This design comes from an exercise in tuning for small area, a short achievable clock period and few clock cycles per item on the open sky130 flow, not from production work. Function was checked by simulation only, so behaviour that the tests miss may differ from the original. Power and IR drop assume default switching activity.

## design/flow/config.mk

```make
export PLATFORM = sky130hd
export DESIGN_NAME = serial_stick_command_decoder_top
export DESIGN_NICKNAME = serial_stick_command_decoder_top
export VERILOG_FILES = /design/flow/design.v
export SDC_FILE = /design/flow/constraint.sdc
export NUM_CORES = 4
export LEC_CHECK = 0
export CAP_MARGIN = 20
export CORE_MARGIN = 2
export CORE_UTILIZATION = 40
export SLEW_MARGIN = 20
```

## design/flow/constraint.sdc

```tcl
create_clock -name core_clock -period 7.0 [get_ports {clk}]
set_input_delay 1.4000 -clock core_clock [delete_from_list [all_inputs] [get_ports {clk}]]
set_output_delay 1.4000 -clock core_clock [all_outputs]
set_load 0.01 [all_outputs]
```

## design/flow/design.v

```verilog
`timescale 1ns / 1ps
package ssc_pkg;
  localparam int ArgDigits = 4;
  localparam int StickW = 15;    
  localparam int AccumW = 14;    
  localparam int CountW = 17;    
  localparam int ChanW  = 12;    
  localparam logic [ChanW-1:0]    CenterReset   = 12'd1502;
  localparam logic [StickW-1:0]   FloorReset    = 15'd1700;
  localparam logic [StickW-1:0]   ThrottleReset = 15'd1100;
  localparam logic [AccumW-1:0]   AccumMax      = 14'd9999;
  localparam logic [CountW-1:0]   CountMax      = '1;
  localparam logic [9:0]  AdjustmentReset  = 10'd100;
  localparam logic [15:0] HoldLimitReset   = 16'd100;
  localparam logic [11:0] ArmThrottleReset = 12'd1100;
  localparam logic [7:0] ChArm    = 8'h61;   
  localparam logic [7:0] ChClear  = 8'h71;   
  localparam logic [7:0] ChCenter = 8'h73;   
  localparam logic [7:0] ChThr    = 8'h74;   
  localparam logic [7:0] ChRoll   = 8'h72;   
  localparam logic [7:0] ChPitch  = 8'h70;   
  localparam logic [7:0] ChFloor  = 8'h6D;   
  localparam logic [7:0] ChNorth  = 8'h78;   
  localparam logic [7:0] ChEast   = 8'h7A;   
  localparam logic [7:0] ChSouth  = 8'h79;   
  localparam logic [7:0] ChWest   = 8'h75;   
  localparam logic [7:0] ChSpace  = 8'h20;
  localparam logic [7:0] ChTab    = 8'h09;
  localparam logic [7:0] ChCr     = 8'h0D;
  localparam logic [7:0] ChPlus   = 8'h2B;
  localparam logic [7:0] ChMinus  = 8'h2D;
  localparam logic [7:0] ChZero   = 8'h30;
  localparam logic [7:0] ChNine   = 8'h39;
  localparam logic [1:0] RegAdjustment  = 2'd0;
  localparam logic [1:0] RegHoldLimit   = 2'd1;
  localparam logic [1:0] RegArmThrottle = 2'd2;
  typedef enum logic [2:0] {
    TGT_NONE     = 3'd0,
    TGT_THROTTLE = 3'd1,
    TGT_ROLL     = 3'd2,
    TGT_PITCH    = 3'd3,
    TGT_FLOOR    = 3'd4
  } target_t;
  typedef enum logic [2:0] {
    PH_SKIP   = 3'b001,
    PH_DIGITS = 3'b010,
    PH_DONE   = 3'b100
  } phase_t;
  typedef struct packed {
    phase_t            phase;
    logic              negative;
    logic [AccumW-1:0] accum;
  } arg_state_t;
  typedef struct packed {
    logic [9:0]  adjustment;
    logic [15:0] hold_limit;
    logic [11:0] arm_throttle;
  } cfg_t;
  typedef struct packed {
    logic signed [StickW-1:0] pitch;
    logic signed [StickW-1:0] roll;
    logic [3:0]               dir_flags;
    logic [CountW-1:0]        hold_count;
  } tick_t;
endpackage
`timescale 1ns / 1ps
import ssc_pkg::*;
module ssc_arg_parse (
  input  ssc_pkg::arg_state_t cur,
  input  logic [7:0]          ch,
  output ssc_pkg::arg_state_t nxt
);
  logic              is_digit;
  logic              is_white;
  logic [3:0]        digit;
  logic [CountW-1:0] acc_wide;
  assign is_digit = (ch >= ChZero) && (ch <= ChNine);
  assign is_white = (ch == ChSpace) || ((ch >= ChTab) && (ch <= ChCr));
  assign digit    = 4'(ch - ChZero);
  assign acc_wide = (CountW'(cur.accum) << 3) + (CountW'(cur.accum) << 1)
                  + CountW'(digit);
  always_comb begin
    nxt = cur;
    case (cur.phase)
      PH_SKIP: begin
        if (is_white) begin
          nxt = cur;
        end else if ((ch == ChPlus) || (ch == ChMinus)) begin
          nxt.negative = (ch == ChMinus);
          nxt.phase    = PH_DIGITS;
        end else if (is_digit) begin
          nxt.accum = AccumW'(digit);
          nxt.phase = PH_DIGITS;
        end else begin
          nxt.phase = PH_DONE;
        end
      end
      PH_DIGITS: begin
        if (is_digit) begin
          nxt.accum = (acc_wide > CountW'(AccumMax)) ? AccumMax : acc_wide[AccumW-1:0];
        end else begin
          nxt.phase = PH_DONE;
        end
      end
      default: nxt = cur;
    endcase
  end
endmodule
`timescale 1ns / 1ps
import ssc_pkg::*;
module ssc_tick (
  input  logic [11:0]              center_pitch,
  input  logic [11:0]              center_roll,
  input  logic [3:0]               dir_flags,
  input  logic [16:0]              hold_count,
  input  ssc_pkg::cfg_t            cfg,
  output ssc_pkg::tick_t           res
);
  logic signed [StickW-1:0] adj;
  logic signed [StickW-1:0] cp;
  logic signed [StickW-1:0] cr;
  logic                     expired;
  assign adj = signed'(StickW'(cfg.adjustment));
  assign cp  = signed'(StickW'(center_pitch));
  assign cr  = signed'(StickW'(center_roll));
  assign expired = hold_count > CountW'(cfg.hold_limit);
  always_comb begin
    res.pitch = cp + (dir_flags[2] ? adj : '0) - (dir_flags[0] ? adj : '0);
    res.roll  = cr + (dir_flags[3] ? adj : '0) - (dir_flags[1] ? adj : '0);
    if (expired) begin
      res.dir_flags  = 4'd0;
      res.hold_count = CountW'(1);
    end else begin
      res.dir_flags  = dir_flags;
      res.hold_count = (hold_count == CountMax) ? hold_count : hold_count + 1'b1;
    end
  end
endmodule
`timescale 1ns / 1ps
import ssc_pkg::*;
module ssc_cfg_regs (
  input  logic         clk,
  input  logic         rst,
  input  logic         psel,
  input  logic         penable,
  input  logic         pwrite,
  input  logic [3:0]   paddr,
  input  logic [31:0]  pwdata,
  output logic [31:0]  prdata,
  output logic         pready,
  output ssc_pkg::cfg_t cfg
);
  logic       wr_en;
  logic [1:0] reg_idx;
  assign pready  = 1'b1;
  assign wr_en   = psel && penable && pwrite && pready;
  assign reg_idx = paddr[3:2];
  always_ff @(posedge clk) begin
    if (rst) begin
      cfg.adjustment   <= AdjustmentReset;
      cfg.hold_limit   <= HoldLimitReset;
      cfg.arm_throttle <= ArmThrottleReset;
    end else if (wr_en) begin
      case (reg_idx)
        RegAdjustment:  cfg.adjustment   <= pwdata[9:0];
        RegHoldLimit:   cfg.hold_limit   <= pwdata[15:0];
        RegArmThrottle: cfg.arm_throttle <= pwdata[11:0];
        default: ;
      endcase
    end
  end
  always_comb begin
    case (reg_idx)
      RegAdjustment:  prdata = {22'd0, cfg.adjustment};
      RegHoldLimit:   prdata = {16'd0, cfg.hold_limit};
      RegArmThrottle: prdata = {20'd0, cfg.arm_throttle};
      default:        prdata = 32'd0;
    endcase
  end
endmodule
`timescale 1ns / 1ps
import ssc_pkg::*;
module serial_stick_command_decoder_top (
  input  logic        clk,
  input  logic        rst,
  input  logic        cmd_valid,
  output logic        cmd_ready,
  input  logic        cmd_mode,
  input  logic [7:0]  cmd_rx_byte,
  input  logic [11:0] cmd_rc_pitch,
  input  logic [11:0] cmd_rc_roll,
  output logic        stick_valid,
  input  logic        stick_ready,
  output logic        stick_armed,
  output logic [14:0] stick_throttle,
  output logic [14:0] stick_pitch,
  output logic [14:0] stick_roll,
  output logic        stick_clear_store,
  output logic [3:0]  stick_directions,
  input  logic        psel,
  input  logic        penable,
  input  logic        pwrite,
  input  logic [3:0]  paddr,
  input  logic [31:0] pwdata,
  output logic [31:0] prdata,
  output logic        pready
);
  ssc_pkg::cfg_t cfg;
  ssc_cfg_regs u_cfg (
    .clk     (clk),
    .rst     (rst),
    .psel    (psel),
    .penable (penable),
    .pwrite  (pwrite),
    .paddr   (paddr),
    .pwdata  (pwdata),
    .prdata  (prdata),
    .pready  (pready),
    .cfg     (cfg)
  );
  logic        in_valid;
  logic        in_mode;
  logic [7:0]  in_byte;
  logic [11:0] in_pitch;
  logic [11:0] in_roll;
  logic        advance;
  assign advance   = in_valid && (!stick_valid || stick_ready);
  assign cmd_ready = !in_valid || advance;
  always_ff @(posedge clk) begin
    if (rst) begin
      in_valid <= 1'b0;
    end else if (cmd_ready) begin
      in_valid <= cmd_valid;
    end
  end
  always_ff @(posedge clk) begin
    if (cmd_ready && cmd_valid) begin
      in_mode  <= cmd_mode;
      in_byte  <= cmd_rx_byte;
      in_pitch <= cmd_rc_pitch;
      in_roll  <= cmd_rc_roll;
    end
  end
  logic                     armed_flag,     armed_flag_next;
  ssc_pkg::target_t                  pending_target, pending_target_next;
  logic [2:0]               bytes_left,     bytes_left_next;
  ssc_pkg::arg_state_t               arg,            arg_next;
  logic [3:0]               dir_flags,      dir_flags_next;
  logic [CountW-1:0]        hold_count,     hold_count_next;
  logic [ChanW-1:0]         center_pitch,   center_pitch_next;
  logic [ChanW-1:0]         center_roll,    center_roll_next;
  logic signed [StickW-1:0] floor_throttle, floor_throttle_next;
  logic signed [StickW-1:0] throttle_reg,   throttle_reg_next;
  logic signed [StickW-1:0] pitch_reg,      pitch_reg_next;
  logic signed [StickW-1:0] roll_reg,       roll_reg_next;
  logic                     clear_next;
  ssc_pkg::arg_state_t               arg_parsed;
  ssc_pkg::tick_t                    tick_res;
  logic signed [StickW-1:0] arg_value;
  logic [2:0]               bytes_dec;
  ssc_arg_parse u_parse (
    .cur (arg),
    .ch  (in_byte),
    .nxt (arg_parsed)
  );
  ssc_tick u_tick (
    .center_pitch (center_pitch),
    .center_roll  (center_roll),
    .dir_flags    (dir_flags),
    .hold_count   (hold_count),
    .cfg          (cfg),
    .res          (tick_res)
  );
  assign bytes_dec = bytes_left - 3'd1;
  assign arg_value = arg_parsed.negative ? -signed'(StickW'(arg_parsed.accum))
                                         :  signed'(StickW'(arg_parsed.accum));
  always_comb begin
    armed_flag_next     = armed_flag;
    pending_target_next = pending_target;
    bytes_left_next     = bytes_left;
    arg_next            = arg;
    dir_flags_next      = dir_flags;
    hold_count_next     = hold_count;
    center_pitch_next   = center_pitch;
    center_roll_next    = center_roll;
    floor_throttle_next = floor_throttle;
    throttle_reg_next   = throttle_reg;
    pitch_reg_next      = pitch_reg;
    roll_reg_next       = roll_reg;
    clear_next          = 1'b0;
    if (!in_mode) begin
      if ((pending_target != TGT_NONE) && (bytes_left != 3'd0)) begin
        arg_next        = arg_parsed;
        bytes_left_next = bytes_dec;
        if (bytes_dec == 3'd0) begin
          case (pending_target)
            TGT_THROTTLE: throttle_reg_next = (arg_value > floor_throttle) ? arg_value
                                                                         : floor_throttle;
            TGT_ROLL:     roll_reg_next       = arg_value;
            TGT_PITCH:    pitch_reg_next      = arg_value;
            TGT_FLOOR:    floor_throttle_next = arg_value;
            default: ;
          endcase
          pending_target_next = TGT_NONE;
        end
      end else begin
        case (in_byte)
          ChArm: begin
            armed_flag_next   = !armed_flag;
            throttle_reg_next = signed'(StickW'(cfg.arm_throttle));
          end
          ChClear: clear_next = 1'b1;
          ChCenter: begin
            center_pitch_next = in_pitch;
            center_roll_next  = in_roll;
            pitch_reg_next    = signed'(StickW'(in_pitch));
            roll_reg_next     = signed'(StickW'(in_roll));
          end
          ChThr, ChRoll, ChPitch, ChFloor: begin
            if (armed_flag) begin
              case (in_byte)
                ChThr:   pending_target_next = TGT_THROTTLE;
                ChRoll:  pending_target_next = TGT_ROLL;
                ChPitch: pending_target_next = TGT_PITCH;
                default: pending_target_next = TGT_FLOOR;
              endcase
              bytes_left_next   = 3'(ArgDigits);
              arg_next.phase    = PH_SKIP;
              arg_next.negative = 1'b0;
              arg_next.accum    = '0;
            end
          end
          ChNorth: begin
            dir_flags_next  = dir_flags | 4'b0001;
            hold_count_next = '0;
          end
          ChEast: begin
            dir_flags_next  = dir_flags | 4'b0010;
            hold_count_next = '0;
          end
          ChSouth: begin
            dir_flags_next  = dir_flags | 4'b0100;
            hold_count_next = '0;
          end
          ChWest: begin
            dir_flags_next  = dir_flags | 4'b1000;
            hold_count_next = '0;
          end
          default: ;
        endcase
      end
    end else begin
      pitch_reg_next  = tick_res.pitch;
      roll_reg_next   = tick_res.roll;
      dir_flags_next  = tick_res.dir_flags;
      hold_count_next = tick_res.hold_count;
    end
  end
  always_ff @(posedge clk) begin
    if (rst) begin
      armed_flag     <= 1'b0;
      pending_target <= TGT_NONE;
      bytes_left     <= 3'd0;
      arg.phase      <= PH_SKIP;
      arg.negative   <= 1'b0;
      arg.accum      <= '0;
      dir_flags      <= 4'd0;
      hold_count     <= '0;
      center_pitch   <= CenterReset;
      center_roll    <= CenterReset;
      floor_throttle <= FloorReset;
      throttle_reg   <= ThrottleReset;
      pitch_reg      <= StickW'(CenterReset);
      roll_reg       <= StickW'(CenterReset);
    end else if (advance) begin
      armed_flag     <= armed_flag_next;
      pending_target <= pending_target_next;
      bytes_left     <= bytes_left_next;
      arg            <= arg_next;
      dir_flags      <= dir_flags_next;
      hold_count     <= hold_count_next;
      center_pitch   <= center_pitch_next;
      center_roll    <= center_roll_next;
      floor_throttle <= floor_throttle_next;
      throttle_reg   <= throttle_reg_next;
      pitch_reg      <= pitch_reg_next;
      roll_reg       <= roll_reg_next;
    end
  end
  always_ff @(posedge clk) begin
    if (rst) begin
      stick_valid <= 1'b0;
    end else if (advance) begin
      stick_valid <= 1'b1;
    end else if (stick_ready) begin
      stick_valid <= 1'b0;
    end
  end
  always_ff @(posedge clk) begin
    if (advance) begin
      stick_armed       <= armed_flag_next;
      stick_throttle    <= throttle_reg_next;
      stick_pitch       <= pitch_reg_next;
      stick_roll        <= roll_reg_next;
      stick_clear_store <= clear_next;
      stick_directions  <= dir_flags_next;
    end
  end
endmodule
```

## design/flow/run.sh

```bash
#!/bin/bash
# synth_recipe.tcl (not shown) runs the flow's synth.tcl, then flattens the netlist and writes it again
# the make line also repeats each setting of config.mk as NAME=value (left out here)
make -C /OpenROAD-flow-scripts/flow DESIGN_CONFIG=/design/flow/config.mk WORK_HOME=/design/flow/orfs CLKGATE_MAP_FILE= SYNTH_SCRIPT=/design/flow/synth_recipe.tcl finish
```

==> flow_summary.html <==
<table>
<tr><th>Metric</th><th>Value</th></tr>
<tr><th colspan="2">Cells and area</th></tr>
<tr><td>Final core utilization</td><td>48.3%</td></tr>
<tr><td>Largest regs</td><td>u_cfg.cfg x38, arg x18, hold_count x17</td></tr>
<tr><td>Filler instances</td><td>3766</td></tr>
<tr><td>Most frequent cells in the layout</td><td>nand2_1, dfxtp_1, nor2_1</td></tr>
<tr><td>Area taken by multi-input logic gates</td><td>8920 µm²</td></tr>
<tr><td>Largest register FFs</td><td>38</td></tr>
<tr><td>Largest register by flop count</td><td>u_cfg.cfg</td></tr>
<tr><td>Area added between synthesis and finish</td><td>19.2%</td></tr>
<tr><td>Number of nets in the final layout</td><td>2178</td></tr>
<tr><td>Fraction of final layout cells with drive strength greater than 1</td><td>7.50%</td></tr>
<tr><td>Most common library cell in the layout ignoring fill and taps</td><td>nand2_1</td></tr>
<tr><td>Sequential cell area</td><td>5930 µm²</td></tr>
<tr><th colspan="2">Placed design</th></tr>
<tr><td>Detailed Place HPWL</td><td>36000 µm</td></tr>
<tr><td>Number of port buffers</td><td>126</td></tr>
<tr><td>Final GP Congestion</td><td>0.901</td></tr>
<tr><th colspan="2">Power</th></tr>
<tr><td>PD cells</td><td>185 nW/µm²</td></tr>
<tr><td>Static Leak</td><td>7.45 nW</td></tr>
<tr><td>Max IR drop VDD</td><td>0.188 mV</td></tr>
<tr><th colspan="2">Global routing</th></tr>
<tr><td>Pin count of the biggest net entering global routing</td><td>78</td></tr>
<tr><td>Number of antenna violations at the first check in global routing</td><td>1</td></tr>
<tr><td>Overflow left after global routing</td><td>0</td></tr>
<tr><td>Number of global-route vias before repair</td><td>13448</td></tr>
<tr><td>Global-route wire length before repair</td><td>75700 µm</td></tr>
<tr><td>Global routing usage summed across all routing layers</td><td>23.2%</td></tr>
<tr><th colspan="2">Clock network</th></tr>
<tr><td>Level count of the clock H-tree</td><td>1</td></tr>
<tr><td>Total clock buffers created by CTS</td><td>31</td></tr>
<tr><td>Master cell of the clock root buffer</td><td>clkbuf_16</td></tr>
<tr><td>Insertion delay to the later sink of the worst-skew pair</td><td>0.58 ns</td></tr>
<tr><td>Number of buffers on the longest clock path</td><td>3</td></tr>
<tr><td>Hold buffer count at cts</td><td>0</td></tr>
<tr><td>Clock tree from TritonCTS</td><td>yes</td></tr>
<tr><td>Clock slew at reported path FFs</td><td>0.06 ns</td></tr>
<tr><td>Clock Sink Count</td><td>254</td></tr>
<tr><th colspan="2">Synth</th></tr>
<tr><td>Primary FF master, synth</td><td>dfxtp_1</td></tr>
<tr><td>Number of flops mapped to enable cells by yosys</td><td>84</td></tr>
<tr><td>Top area cells in the synthesized netlist</td><td>dfxtp_1, edfxtp_1, ha_1</td></tr>
<tr><td>Count of state elements after synthesis</td><td>254</td></tr>
<tr><td>Cells after synthesis</td><td>1864</td></tr>
<tr><td>Seq/Total Area, Yosys</td><td>37.7%</td></tr>
<tr><td>Area of the mapped netlist</td><td>15700 µm²</td></tr>
<tr><td>Unique cell type count in the Yosys netlist</td><td>92</td></tr>
<tr><td>Area fraction of the dominant cell type after synthesis</td><td>21.7%</td></tr>
<tr><td>Post-synthesis average cell area</td><td>8.42 µm²</td></tr>
<tr><td>Largest area contributor in the synthesized netlist</td><td>dfxtp_1</td></tr>
<tr><td>Proportion of register bits with asynchronous set or reset after synthesis</td><td>0%</td></tr>
<tr><td>Synthesis warning total</td><td>4</td></tr>
<tr><th colspan="2">STA</th></tr>
<tr><td>Largest clock skew in the final design</td><td>0.0158 ns</td></tr>
<tr><td>Slew at the pin closest to its max-slew limit</td><td>1.01 ns</td></tr>
<tr><td>Final clock period utilization by the worst path</td><td>93.3%</td></tr>
<tr><td>Final worst hold slack</td><td>0.450 ns</td></tr>
<tr><td>Final Critical Period</td><td>6.53 ns</td></tr>
<tr><td>Relative max-transition margin</td><td>32.2%</td></tr>
<tr><td>Max Fclk</td><td>153 MHz</td></tr>
<tr><td>Endpoints failing hold</td><td>0</td></tr>
<tr><td>Final setup violating endpoints</td><td>0</td></tr>
<tr><td>Final max-slew violation count</td><td>0</td></tr>
<tr><th colspan="2">Floorplanning</th></tr>
<tr><td>Effective utilization at floorplan</td><td>40.5%</td></tr>
<tr><td>I/O Pins</td><td>162</td></tr>
<tr><td>Total die area</td><td>40900 µm²</td></tr>
<tr><td>Std cell rows</td><td>72</td></tr>
<tr><td>DIE HEIGHT</td><td>202 µm</td></tr>
<tr><td>Core region area</td><td>38700 µm²</td></tr>
<tr><td>Horiz. Die Dim</td><td>202 µm</td></tr>
<tr><th colspan="2">Job</th></tr>
<tr><td>Number of max-cap violations</td><td>0</td></tr>
<tr><th colspan="2">Routing</th></tr>
<tr><td>Vias</td><td>14232</td></tr>
<tr><td>Met2 WL post-DR</td><td>21700 µm</td></tr>
<tr><td>Violation count after the first detailed-route iteration</td><td>1222</td></tr>
<tr><td>Wire length on met1</td><td>21700 µm</td></tr>
<tr><td>Avg Vias per Cell</td><td>5.62</td></tr>
<tr><td>Wire length on met3</td><td>3310 µm</td></tr>
<tr><td>Highest metal layer with signal wires</td><td>met4</td></tr>
<tr><td>DRC violations left</td><td>0</td></tr>
<tr><td>First-pass iteration count of the detailed router</td><td>5</td></tr>
<tr><td>Sum of routed wire length over all layers</td><td>48700 µm</td></tr>
<tr><td>Wirelength per Cell</td><td>19.2 µm</td></tr>
<tr><td>Antenna viol nets, final</td><td>0</td></tr>
<tr><th colspan="2">Critical path</th></tr>
<tr><td>Maximum fanout count along the critical path</td><td>8</td></tr>
<tr><td>Data required time at the worst endpoint</td><td>7.47 ns</td></tr>
<tr><td>Critical path launch point type</td><td>flip-flop</td></tr>
<tr><td>Critical path capture point type</td><td>flip-flop</td></tr>
<tr><td>Bufs and invs on worst path</td><td>6</td></tr>
<tr><td>Slowest-stage cell, CP</td><td>fa_1</td></tr>
<tr><td>Crit path arrival time</td><td>7.00 ns</td></tr>
<tr><td>Worst path top cell family by delay</td><td>compound AO/OA/AOI/OAI gates</td></tr>
<tr><td>Type of the worst setup path</td><td>flip-flop to flip-flop</td></tr>
<tr><td>Largest stage delay, worst path</td><td>0.49 ns</td></tr>
<tr><th colspan="2">Status</th></tr>
<tr><td>Run status</td><td>complete, no violations</td></tr>
<tr><th colspan="2">Min path</th></tr>
<tr><td>Worst min-delay path category</td><td>flip-flop to flip-flop</td></tr>
</table>
## layer usage
metal | vias to the layer above | global-route usage, %
li1 | 6876 | -
met1 | 6782 | 32.4
met2 | 489 | 36.4
met3 | 85 | 3.48
met4 | 0 | 8.68
met5 | - | 0
## report_power, final
part	switching (W)	internal (W)	total, W
combinational	0.000139	0.0000960	0.000234
sequential	0.0000282	0.00156	0.00159
clock	0.000661	0.000984	0.00164
total	0.000828	0.00264	0.00347
## cell families (layout without fill, tap and decap cells)
kind of cell | count (synthesis) | in the layout | synth area share, %
buf+inv | 239 | 372 | 6.22
xor+xnor | 49 | 49 | 2.73
compound gates | 516 | 516 | 22.2
other cells | 2 | 18 | 0.0478
mux | 19 | 19 | 1.22
fa+ha+maj | 114 | 114 | 10.1
simple gates | 671 | 671 | 19.7
flops | 254 | 254 | 37.7
## path summary, 6_finish.rpt
path | startpoint | endpoint | slack, ns | cells after the start
setup / recovery | in_byte[3]$_DFFE_PP_ | throttle_reg[6]$_SDFFE_PP1P_ | 0.47 | 30
hold / removal | throttle_reg[4]$_SDFFE_PP0P_ | throttle_reg[4]$_SDFFE_PP0P_ | 0.45 | 2
setup reg to reg | in_byte[3]$_DFFE_PP_ | throttle_reg[6]$_SDFFE_PP1P_ | 0.47 | 30
hold reg to reg | throttle_reg[4]$_SDFFE_PP0P_ | throttle_reg[4]$_SDFFE_PP0P_ | 0.45 | 2
## layout make-up
| class | instances | share of cell area (%) |
|---|---|---|
| clock buffers | 39 | 4.63 |
| diodes | 1 | 0.0134 |
| repair buffers | 179 | 8.87 |
| clock inverters | 18 | 0.936 |
| well taps | 518 | 3.46 |
| multi-input cells | 1386 | 47.7 |
| inverters | 136 | 2.73 |
| flip-flops and latches | 254 | 31.7 |
## per-stage QoR
stage / setup slack, ns / instances / total power, W / setup TNS, ns / area (µm²)
floorplan: 0.264 / 1879 / 0.00174 / 0 / 15800
CTS: 0.194 / 2528 / 0.00349 / 0 / 18600
detailed placement: 0.250 / 2471 / 0.00185 / 0 / 17600
global route: -0.0229 / 2530 / 0.00357 / -0.0229 / 18700
global placement: 0.244 / 2471 / 0.00185 / 0 / 17600
finish: 0.469 / 2531 / 0.00347 / 0 / 18700
## synth_stat cells, drive strengths merged, types with 19 or more instances
cell type / number
ha: 92
nand2b: 22
buf: 25
o21a: 21
nor3: 30
a22oi: 19
nand2: 302
o211ai: 39
fa: 22
o21ai: 112
a21o: 24
inv: 135
nor2: 135
xor2: 21
nand3: 43
clkbuf: 78
edfxtp: 84
xnor2: 28
and2: 36
a21oi: 133
a31oi: 24
dfxtp: 170
## timing repair
item,4_1_cts,5_1_grt
setup endpoints to repair,0,27
setup buffers,0,2
gates resized for setup,0,17
## worst reg2reg max path: cells and delay by family, from the launching register on
kind	cells	cell delay (ns)
AO/OA/AOI/OAI	11	2.31
AND/OR/NAND/NOR	10	1.63
adder cells (fa/ha/maj)	3	1.19
buffers and inverters	6	0.91
flip-flops	1	0.38
Testbench counts, summed over its fixed seeds: cycles 12,042, items 12,026.

[afterwards: timing with drivers on the ports]
No port has a modelled driver above. Below, the same layout with a new extraction and two added sets of constraints.
Step 1 (the two cells are an assumption about what drives the block):
set clk [get_ports {clk}]
set_driving_cell -lib_cell sky130_fd_sc_hd__clkbuf_16 $clk
set_driving_cell -lib_cell sky130_fd_sc_hd__buf_2 [delete_from_list [all_inputs] $clk]
Step 2 also shifts input and output timing later by t, the mid clock arrival at the registers, as if the neighbouring blocks saw the same clock.
Three values: ideal, step 1, step 2; two values: the first two.
t, ns: 0.623
slack for setup (ns): 0.469 / 0.469 / 0.469
hold WS [ns]: 0.450 / 0.450 / 0.450
After both steps setup and hold are still met in this run. For this run, drivers alone change the setup slack by 0.000 ns; drivers and shift together by 0.000 ns.
